From an optimization exercise on the open Yosys and OpenROAD flow, aimed at a short achievable clock period and few clock cycles; shortcuts taken in it are not production practice.
The RTL of this run was laid out without a check of its function.
Power figures rest on the tool's default switching activity, not on a simulated workload.

==> flow/design.v <==
`default_nettype none
package lc3b_types;
	typedef logic [15:0] lc3b_word;
	typedef logic [$clog2(8)-1:0] lc3b_reg;
	typedef logic [2:0] lc3b_nzp;
	typedef logic [128-1:0] lc3b_line;
	typedef logic [15-4:0] lc3b_wb_adr;
	typedef logic [128/8-1:0] lc3b_sel;
	typedef enum logic [3:0] {
		op_br  = 4'b0000,
		op_add = 4'b0001,
		op_and = 4'b0101,
		op_ldr = 4'b0110,
		op_str = 4'b0111,
		op_not = 4'b1001
	} lc3b_opcode;
	typedef struct packed {
		lc3b_opcode opcode;
		lc3b_reg dr;
		lc3b_reg sr1;
		logic imm_flag;
		logic [1:0] unused;
		lc3b_reg sr2;
	} lc3b_instr_reg;
	typedef struct packed {
		lc3b_opcode opcode;
		lc3b_reg dr;
		lc3b_reg sr1;
		logic imm_flag;
		logic [4:0] imm5;
	} lc3b_instr_imm;
	typedef struct packed {
		lc3b_opcode opcode;
		lc3b_reg dr_sr;
		lc3b_reg base;
		logic [5:0] offset6;
	} lc3b_instr_mem;
	typedef struct packed {
		lc3b_opcode opcode;
		lc3b_nzp nzp;
		logic [8:0] offset9;
	} lc3b_instr_br;
	typedef union packed {
		lc3b_instr_reg r;
		lc3b_instr_imm i;
		lc3b_instr_mem m;
		lc3b_instr_br b;
	} lc3b_instr;
endpackage
`default_nettype wire
`default_nettype none
package lc3b_ctrl_types;
	typedef enum logic [1:0] {alu_add, alu_and, alu_not, alu_pass} lc3b_aluop;
	typedef enum logic [1:0] {alumux_reg, alumux_off6, alumux_zero} lc3b_alumux_sel;
	typedef enum logic {sr2mux_reg, sr2mux_imm} lc3b_sr2mux_sel;
	typedef enum logic {wbmux_alu, wbmux_mem} lc3b_wbmux_sel;
	typedef enum logic {mem_idle, mem_access} lc3b_mem_state;
	typedef struct packed {
		lc3b_aluop aluop;
		lc3b_alumux_sel alumux_sel;
		lc3b_sr2mux_sel sr2mux_sel;
		lc3b_wbmux_sel wbmux_sel;
		logic load_cc;
		logic load_regfile;
		logic mem_read;
		logic mem_write;
		logic is_br;
	} lc3b_control_word;
endpackage
`default_nettype wire
`default_nettype none
`timescale 1ns/1ps
module cpu (
	input logic clk,
	input logic reset,
	input logic [127:0] ifetch_rdata,
	output logic [11:0] ifetch_address,
	input logic [127:0] mem_rdata,
	input logic mem_resp,
	output logic mem_read,
	output logic mem_write,
	output logic [127:0] mem_wdata,
	output logic [11:0] mem_address,
	output logic [15:0] mem_sel
);
	logic [15:0] pc;
	logic        d_valid;
	logic [15:0] d_ir;
	logic [15:0] d_pc2;
	logic        e_valid;
	logic        e_and;      
	logic        e_wr;       
	logic        e_ld;
	logic        e_st;
	logic        e_lcc;      
	logic [15:0] e_a;
	logic [15:0] e_b;
	logic [15:0] e_sd;
	logic [2:0]  e_dr;
	logic        h_rd;
	logic        h_wr;
	logic        h_lcc;
	logic [15:0] h_addr;
	logic [15:0] h_sel;
	logic [15:0] h_sd;
	logic [2:0]  h_dr;
	logic        b_rd;
	logic        b_wr;
	logic        b_lcc;
	logic [15:0] b_addr;
	logic [15:0] b_sel;
	logic [15:0] b_sd;
	logic [2:0]  b_dr;
	logic [7:0]  pend;       
	logic [2:0]  cc;
	logic [15:0] rf [0:7];
	logic [15:0] fword;
	assign ifetch_address = pc[15:4];
	assign fword = ifetch_rdata[pc[3:1]*16 +: 16];
	logic [3:0] op;
	logic is_add, is_and, is_not, is_ldr, is_str, is_br, is_alu;
	logic [2:0] nzp;
	logic [15:0] ra, rb, rs;
	logic [15:0] imm5, off6, off9;
	logic [15:0] target;
	logic use_sr1, use_sr2, use_sr, use_dr, hazard;
	assign op = d_ir[15:12];
	assign nzp = d_ir[11:9];
	assign is_add = (op == 4'b0001);
	assign is_and = (op == 4'b0101);
	assign is_not = (op == 4'b1001);
	assign is_ldr = (op == 4'b0110);
	assign is_str = (op == 4'b0111);
	assign is_br  = (op == 4'b0000) && (nzp != 3'b000);
	assign is_alu = is_add || is_and || is_not;
	assign ra = rf[d_ir[8:6]];
	assign rb = rf[d_ir[2:0]];
	assign rs = rf[d_ir[11:9]];
	assign imm5 = {{11{d_ir[4]}}, d_ir[4:0]};
	assign off6 = {{9{d_ir[5]}}, d_ir[5:0], 1'b0};
	assign off9 = {{6{d_ir[8]}}, d_ir[8:0], 1'b0};
	assign target = d_pc2 + off9;
	assign use_sr1 = is_alu || is_ldr || is_str;
	assign use_sr2 = (is_add || is_and) && !d_ir[5];
	assign use_sr = is_str;
	assign use_dr = is_alu || is_ldr;
	assign hazard = d_valid && ((use_sr1 && pend[d_ir[8:6]]) || (use_sr2 && pend[d_ir[2:0]]) ||
		((use_sr || use_dr) && pend[d_ir[11:9]]));
	logic [15:0] sum, res;
	logic [2:0] alu_cc;
	assign sum = e_a + e_b;
	assign res = e_and ? (e_a & e_b) : sum;
	assign alu_cc = {res[15], res == 16'h0, !res[15] && res != 16'h0};
	logic [15:0] ld_word;
	logic [2:0] ld_cc;
	logic h_busy, pop, e_mem, e_stall, mem_in, h_take;
	assign mem_read = h_rd;
	assign mem_write = h_wr;
	assign mem_address = h_addr[15:4];
	assign mem_sel = h_sel;
	assign mem_wdata = {8{h_sd}};
	assign ld_word = mem_rdata[h_addr[3:1]*16 +: 16];
	assign ld_cc = {ld_word[15], ld_word == 16'h0, !ld_word[15] && ld_word != 16'h0};
	assign h_busy = h_rd || h_wr;
	assign pop = h_busy && mem_resp;
	assign e_mem = e_valid && (e_ld || e_st);
	assign e_stall = e_mem && h_busy && (b_rd || b_wr) && !mem_resp;
	assign mem_in = e_mem && !e_stall;
	assign h_take = !h_busy || mem_resp;
	logic flags_wait;
	logic [2:0] flags;
	logic br_wait, br_taken, d_stall, dispatch, alu_disp;
	assign flags_wait = e_lcc || h_lcc || b_lcc;
	assign flags = (e_valid && e_wr) ? alu_cc : cc;
	assign br_wait = d_valid && is_br && flags_wait;
	assign br_taken = d_valid && is_br && !flags_wait && ((nzp & flags) != 3'b000);
	assign d_stall = br_wait || hazard;
	assign dispatch = d_valid && !d_stall && !e_stall && (is_alu || is_ldr || is_str);
	assign alu_disp = dispatch && is_alu;
	always_ff @(posedge clk) begin
		if (reset) begin
			pc <= 16'h0;
			d_valid <= 1'b0;
			e_valid <= 1'b0;
			cc <= 3'b010;
		end else if (!e_stall) begin
			if (br_taken) begin
				pc <= target;
				d_valid <= 1'b0;
			end else if (!d_stall) begin
				pc <= pc + 16'd2;
				d_valid <= 1'b1;
			end
			e_valid <= dispatch;
			if (e_valid && e_wr) cc <= alu_cc;
			else if (h_rd && h_lcc && mem_resp) cc <= ld_cc;
		end else begin
			if (h_rd && h_lcc && mem_resp) cc <= ld_cc;
		end
	end
	always_ff @(posedge clk) begin
		if (!e_stall) begin
			if (!d_stall) begin
				d_ir <= fword;
				d_pc2 <= pc + 16'd2;
			end
			e_and <= is_and || is_not;
			e_wr <= is_alu;
			e_ld <= is_ldr;
			e_st <= is_str;
			e_a <= is_not ? ~ra : ra;
			e_b <= (is_ldr || is_str) ? off6 : is_not ? 16'hFFFF : d_ir[5] ? imm5 : rb;
			e_sd <= rs;
			e_dr <= d_ir[11:9];
		end
	end
	always_ff @(posedge clk) begin
		if (reset) begin
			e_lcc <= 1'b0;
		end else if (!e_stall) begin
			e_lcc <= dispatch && is_ldr;
		end
	end
	always_ff @(posedge clk) begin
		if (reset) begin
			h_rd <= 1'b0;
			h_wr <= 1'b0;
			h_lcc <= 1'b0;
			b_rd <= 1'b0;
			b_wr <= 1'b0;
			b_lcc <= 1'b0;
		end else begin
			if (h_take) begin
				if (b_rd || b_wr) begin
					h_rd <= b_rd;
					h_wr <= b_wr;
					h_lcc <= b_lcc && !alu_disp;
					b_rd <= mem_in && e_ld;
					b_wr <= mem_in && e_st;
					b_lcc <= mem_in && e_lcc && !alu_disp;
				end else begin
					h_rd <= mem_in && e_ld;
					h_wr <= mem_in && e_st;
					h_lcc <= mem_in && e_lcc && !alu_disp;
				end
			end else begin
				h_lcc <= h_lcc && !alu_disp;
				if (mem_in) begin
					b_rd <= e_ld;
					b_wr <= e_st;
					b_lcc <= e_lcc && !alu_disp;
				end else begin
					b_lcc <= b_lcc && !alu_disp;
				end
			end
		end
	end
	always_ff @(posedge clk) begin
		if (h_take) begin
			if (b_rd || b_wr) begin
				h_addr <= b_addr;
				h_sel <= b_sel;
				h_sd <= b_sd;
				h_dr <= b_dr;
			end else begin
				h_addr <= sum;
				h_sel <= 16'h0003 << {sum[3:1], 1'b0};
				h_sd <= e_sd;
				h_dr <= e_dr;
			end
		end
		if (mem_in && (h_take ? (b_rd || b_wr) : 1'b1)) begin
			b_addr <= sum;
			b_sel <= 16'h0003 << {sum[3:1], 1'b0};
			b_sd <= e_sd;
			b_dr <= e_dr;
		end
	end
	always_ff @(posedge clk) begin
		if (reset) begin
			pend <= 8'h0;
		end else begin
			for (int i = 0; i < 8; i++) begin
				if (dispatch && is_ldr && d_ir[11:9] == 3'(i)) pend[i] <= 1'b1;
				else if (h_rd && mem_resp && h_dr == 3'(i)) pend[i] <= 1'b0;
			end
		end
	end
	always_ff @(posedge clk) begin
		if (reset) begin
			for (int i = 0; i < 8; i++) rf[i] <= 16'h0;
		end else begin
			for (int i = 0; i < 8; i++) begin
				if (e_valid && e_wr && e_dr == 3'(i)) rf[i] <= res;
				else if (h_rd && mem_resp && h_dr == 3'(i)) rf[i] <= ld_word;
			end
		end
	end
endmodule
`default_nettype wire
==> flow/run.sh <==
#!/bin/bash
# synth_recipe.tcl (not shown) runs the flow's synth.tcl, then flattens the netlist and writes it again
# the make line also repeats each setting of config.mk as NAME=value (left out here)
make -C /OpenROAD-flow-scripts/flow DESIGN_CONFIG=/design/flow/config.mk WORK_HOME=/design/flow/orfs CLKGATE_MAP_FILE= SYNTH_SCRIPT=/design/flow/synth_recipe.tcl finish
==> flow/config.mk <==
export PLATFORM = sky130hd
export DESIGN_NAME = cpu
export DESIGN_NICKNAME = cpu
export VERILOG_FILES = /design/flow/design.v
export SDC_FILE = /design/flow/constraint.sdc
export NUM_CORES = 4
export LEC_CHECK = 0
export CAP_MARGIN = 20
export CORE_MARGIN = 2
export CORE_UTILIZATION = 40
export SETUP_SLACK_MARGIN = 2.2
export SLEW_MARGIN = 20
==> flow/constraint.sdc <==
create_clock -name core_clock -period 4.4 [get_ports {clk}]
set_input_delay 0.8800 -clock core_clock [delete_from_list [all_inputs] [get_ports {clk}]]
set_output_delay 0.8800 -clock core_clock [all_outputs]
set_load 0.01 [all_outputs]
==> summary.txt <==
Yosys
The library cell with the highest instance count after synthesis is sky130_fd_sc_hd__nor2_1. Summing the sequential cell areas from Yosys gives 38.4% of the chip area. After synthesis, the share of cell area in mux cells is 15.1%. After synthesis, the share of flip-flops with an asynchronous set or reset is 0%. The share of Yosys cell area claimed by the top area cell type is 23.4%. Of the total synthesized cell area, the portion taken by full adders, half adders and majority gates is 1.96%. During synthesis, Yosys emitted a total of 2 warnings.

After synthesis the cells add up to 21800 µm². Each instance of the synthesized netlist takes up on average 9.11 µm². In this run, synthesis inferred 170 flip-flops with an integrated enable. Sorting the synthesized cells by area gives the leading types as sky130_fd_sc_hd__edfxtp_1 23%, sky130_fd_sc_hd__dfxtp_1 15%, sky130_fd_sc_hd__mux4_2 9.6%, sky130_fd_sc_hd__nor2_1 5.9%, sky130_fd_sc_hd__a21oi_1 5.1%.

The area share of and/or/nand/nor cells after synthesis is 15.5%. The dominant combinational cell family by area after synthesis is compound AO/OA/AOI/OAI gates. The number of different library cells used by synthesis comes to 73. The cell count after synthesis is 2392. Of the total synthesized cell area, the portion taken by XOR and XNOR cells is 2.04%. The most used flip-flop cell after synthesis is sky130_fd_sc_hd__edfxtp_1. Synthesis inferred 333 register bits. By count the netlist is led by 342 x sky130_fd_sc_hd__nor2_1, 237 x sky130_fd_sc_hd__nand2_1, 221 x sky130_fd_sc_hd__a21oi_1. The complex-gate fraction of the synthesized area is 18.1%. The net count after synthesis is 2684. The cell type with the highest aggregate area in the netlist is sky130_fd_sc_hd__edfxtp_1.

Setup path
The type of the worst setup path is flop to flop. The maximum fanout along the worst path is 8. The highest-delay cell along the critical path is sky130_fd_sc_hd__or4_1. In this design, the critical path's most frequently occurring cell is sky130_fd_sc_hd__o21a_4. The endpoint arrival time on the critical path is 4.25 ns.

The total buffers and inverters traversed by the critical path is 1. In this design, the stage delay of the slowest critical-path cell is 0.56 ns. The kind of launch point of the worst setup path is a flop. The kind of end point of the critical path is a flop. Walking the worst path, the cells encountered are ha_2, fa_2, a211o_1, a21oi_2, o311ai_4, or4_1, nor4_1, nand4b_1, buf_6, o21a_4, o21a_4, or4_4, o311ai_2. The required time at the endpoint of the critical path is 4.86 ns. Grouping stages by cell kind, the critical path spends the most delay in simple AND/OR/NAND/NOR gates.

CTS
The CTS tree is built. The number of H-tree branching levels is 2. The number of clock buffers inserted by TritonCTS is 39.

Clock latency on the worst-skew pair, taken at its later pin, is 0.57 ns. The tree built by TritonCTS fans out to 333 sinks. The longest clock path from root to sink contains 3 buffers. After clock tree synthesis, the clock-pin slew on the worst setup and hold paths is 0.06 ns. The cell at the root of the clock tree is sky130_fd_sc_hd__clkbuf_16.

Layout
The fraction of layout instances using a drive strength above 1 is 32.0%. Relative to the synthesized area, the layout overhead comes to 42.6%. After the flow finishes, the layout carries non-filler instances totaling 3543. After the last flow step, the layout net total stands at 3109. Counting the fill cells in the layout gives 4523.

Routing
In this run, the number of DRC markers left after iteration 0 of detailed routing was 2520. The detail-routed net length per standard cell is 24.6 µm. The routed layout has 21518 vias. The via density per instance is 6.07.

For this run, the detailed router's first-pass iteration total came to 6. The DRC violation count after routing is 0. The number of antenna-violating nets in the routed design is 0.

Wires add up to 87200 µm.

Die
The starting utilization of the core area is 40.5%. Measured along the y axis, the die boundary spans 237 µm. The number of core rows is 85. In this run the standard cell core region covers 53800 µm².

The floorplan die area is 56400 µm². The die is 237 µm wide. 429 I/O pins were placed.

STA
The final clock period utilization by the worst path is 86.0%. The number of endpoints failing setup at the final stage is 0. On the final layout, the worst clock skew is 0.0200 ns.

Setup repair after global routing could not meet its margin everywhere. The fmax is 264 MHz. Measured against its own limit, the worst slew margin works out to 33.6%.

The final-report max-slew violation count is 0. The total negative slack for setup checks is 0 ns. For the finished layout, the period the worst path requires is 3.78 ns.

For the pin with the worst max-slew slack, the measured transition is 0.996 ns. The setup slack after layout is 0.616 ns. The number of failing hold endpoints at the final stage is 0.

Placed design
The detailed placement HPWL is 54800 µm. Timing analysis after detailed placement gives a worst setup slack of 0.313 ns. The final weighted congestion in routability-driven placement is 0.950. The number of placed instances, taps included is 3272. The port buffer count is 428.

Power
The internal portion of the total power is 12.3 mW. The clock network accounts for 14.6% of the total power. The combinational share of power is 64.4%.

The sequential power share is 21.0%. The worst-case IR drop observed on VDD is 0.408 mV. Dividing total power by cell area gives a power density of 706 nW/µm².

The switching power summed over all nets is 9.65 mW. In this run switching power makes up 44.0% of total power. Summed over all cells, the static leakage comes to 11.9 nW.

GRT
The peak-usage layer in the global routing report is met2. The number of antenna violations at the first check in global routing is 7. For met1 alone, demand over resource in global routing was 39.0%. In the global route stage, overall resource usage came out at 29.3%. The number of global-route vias before repair was 20357. The fraction of met2 tracks used by global routing is 45.7%. The pin count of the biggest net entering global routing is 83. The first global-routing pass estimated 126000 µm of wire. In the global route stage, met3 resource usage came out at 7.55%. The global-route congestion overflow total is 0.

Job
The number of violations of the max-capacitance limit is 0.

Hold path
The min-delay analysis places its worst path in the category flop to flop.

Run status
The flow ran to the end and the layout has no timing, DRC or antenna violations.
final cells by class:
type,instances,area [µm²],area share [%]
timing repair buffer,702,7110,22.9
inverter,50,221,0.713
sequential,333,8390,27.0
multi-input combinational,1689,13200,42.6
tap,696,871,2.80
antenna,1,2.50,0.00805
timing repair inverter,2,27.5,0.0886
clock inverter,18,173,0.556
clock buffer,52,1050,3.39
repair_timing:
item	CTS	global route
pin swaps	49	80
endpoints found under the hold margin	0	0
gates cloned	8	8
hold buffers	0	0
buffers inserted	110	74
setup endpoints to repair	528	448
resized for setup	784	330
layout by cell type (no fill, tap or decap), drive strengths merged, types with 8 or more instances in the layout:
master         count
nor2             347
nor3              29
mux2i             52
edfxtp           170
clkinv            13
o22ai             27
nand4              9
a211oi           110
xnor2             35
nand2            237
o311ai            11
mux4              93
nor2b             16
or3               14
a22oi             12
inv               50
dfxtp            163
dlygate4sd2       42
a31oi             10
and2               8
a21oi            221
xor2              15
ha                31
nand2b            15
clkdlybuf4s50    256
and3              20
buf              390
o21ai            101
clkbuf            61
or4                8
a221oi            14
nor4              13
nand3             39
o211ai            28
mux2              59
per-layer routing:
metal / share of wire, % / wire length (µm) / up-vias
met3: 11 / 9630 / 262
met5: 0.042 / 37 / -
met1: 40 / 34800 / 10447
met4: 4.2 / 3630 / 6
met2: 45 / 39100 / 1263
li1: - / - / 9540
power groups by stage:
stage / Clock, mW / Combinational [mW] / Sequential (mW)
6_report: 3.20 / 14.1 / 4.62
5_1_grt: 3.36 / 14.7 / 4.69
4_1_cts: 3.24 / 12.0 / 4.59
3_5_place_dp: 0 / 10.1 / 4.78
3_3_place_gp: 0 / 10.0 / 4.75
2_1_floorplan: 0 / 6.46 / 4.54
state kept, by name, indices dropped and copies added, names as in the netlist, 8 cells and up:
| signal | flops |
|---|---|
| rf | 128 |
| b_sd | 16 |
| h_addr | 15 |
| e_a | 16 |
| b_sel | 8 |
| e_b | 16 |
| b_addr | 15 |
| pend | 8 |
| d_ir | 16 |
| h_sel | 8 |
| e_sd | 16 |
| pc | 15 |
| h_sd | 16 |
| d_pc2 | 15 |
worst paths after layout:
check / endpoint / from / slack (ns) / depth (start not counted)
min: b_sd[10] / e_sd[10] / 0.45 / 0
min reg2reg: b_sd[10] / e_sd[10] / 0.45 / 0
max: pc[11] / e_a[0] / 0.62 / 13
max reg2reg: pc[11] / e_a[0] / 0.62 / 13
through the flow:
step           utilization [%]  power, mW  hold WS [ns]  cell area (µm²)
2_1_floorplan                -       11.0         0.424            22200
3_3_place_gp              48.8       14.8         0.432            26200
3_5_place_dp              48.8       14.9         0.431            26200
4_1_cts                   54.5       19.9         0.446            29300
5_1_grt                   57.7       22.7         0.461            31100
6_report                  57.7       22.0         0.446            31100
cells by family (layout without fill, tap and decap cells):
logic type,count (synthesis),count (layout)
flip-flops,333,333
multiplexers,204,204
buffers and inverters,374,824
other,0,1
XOR/XNOR,50,50
adder cells (fa/ha/maj),33,33
AND/OR/NAND/NOR,776,780
AO/OA/AOI/OAI,622,622

port drivers added, routing unchanged:
The results above use ideal ports. As a check the final layout listed here was re-extracted and re-timed, cells and wires unchanged. Step 1 (the two cells are an assumption about what drives the block):
set clk [get_ports {clk}]
set_driving_cell -lib_cell sky130_fd_sc_hd__clkbuf_16 $clk
set_driving_cell -lib_cell sky130_fd_sc_hd__buf_2 [delete_from_list [all_inputs] $clk]
Step 2 times the ports against the registers' clock, not the clock port: input delays grow and output delays shrink by t, the midpoint of the rising clock arrivals with the driver on. Slacks: ideal / step 1 / step 2; pairs: ideal / step 1.
t, ns: 0.627
slack for setup (ns): 0.616 / 0.616 / 0.616
slew at the worst register clock pin (ns): 0.06 / 0.06
worst slew at a driven data input, ns: 0.08
After both steps setup and hold are still met in this run. For this run, drivers alone change the setup slack by 0.000 ns; drivers and shift together by 0.000 ns.
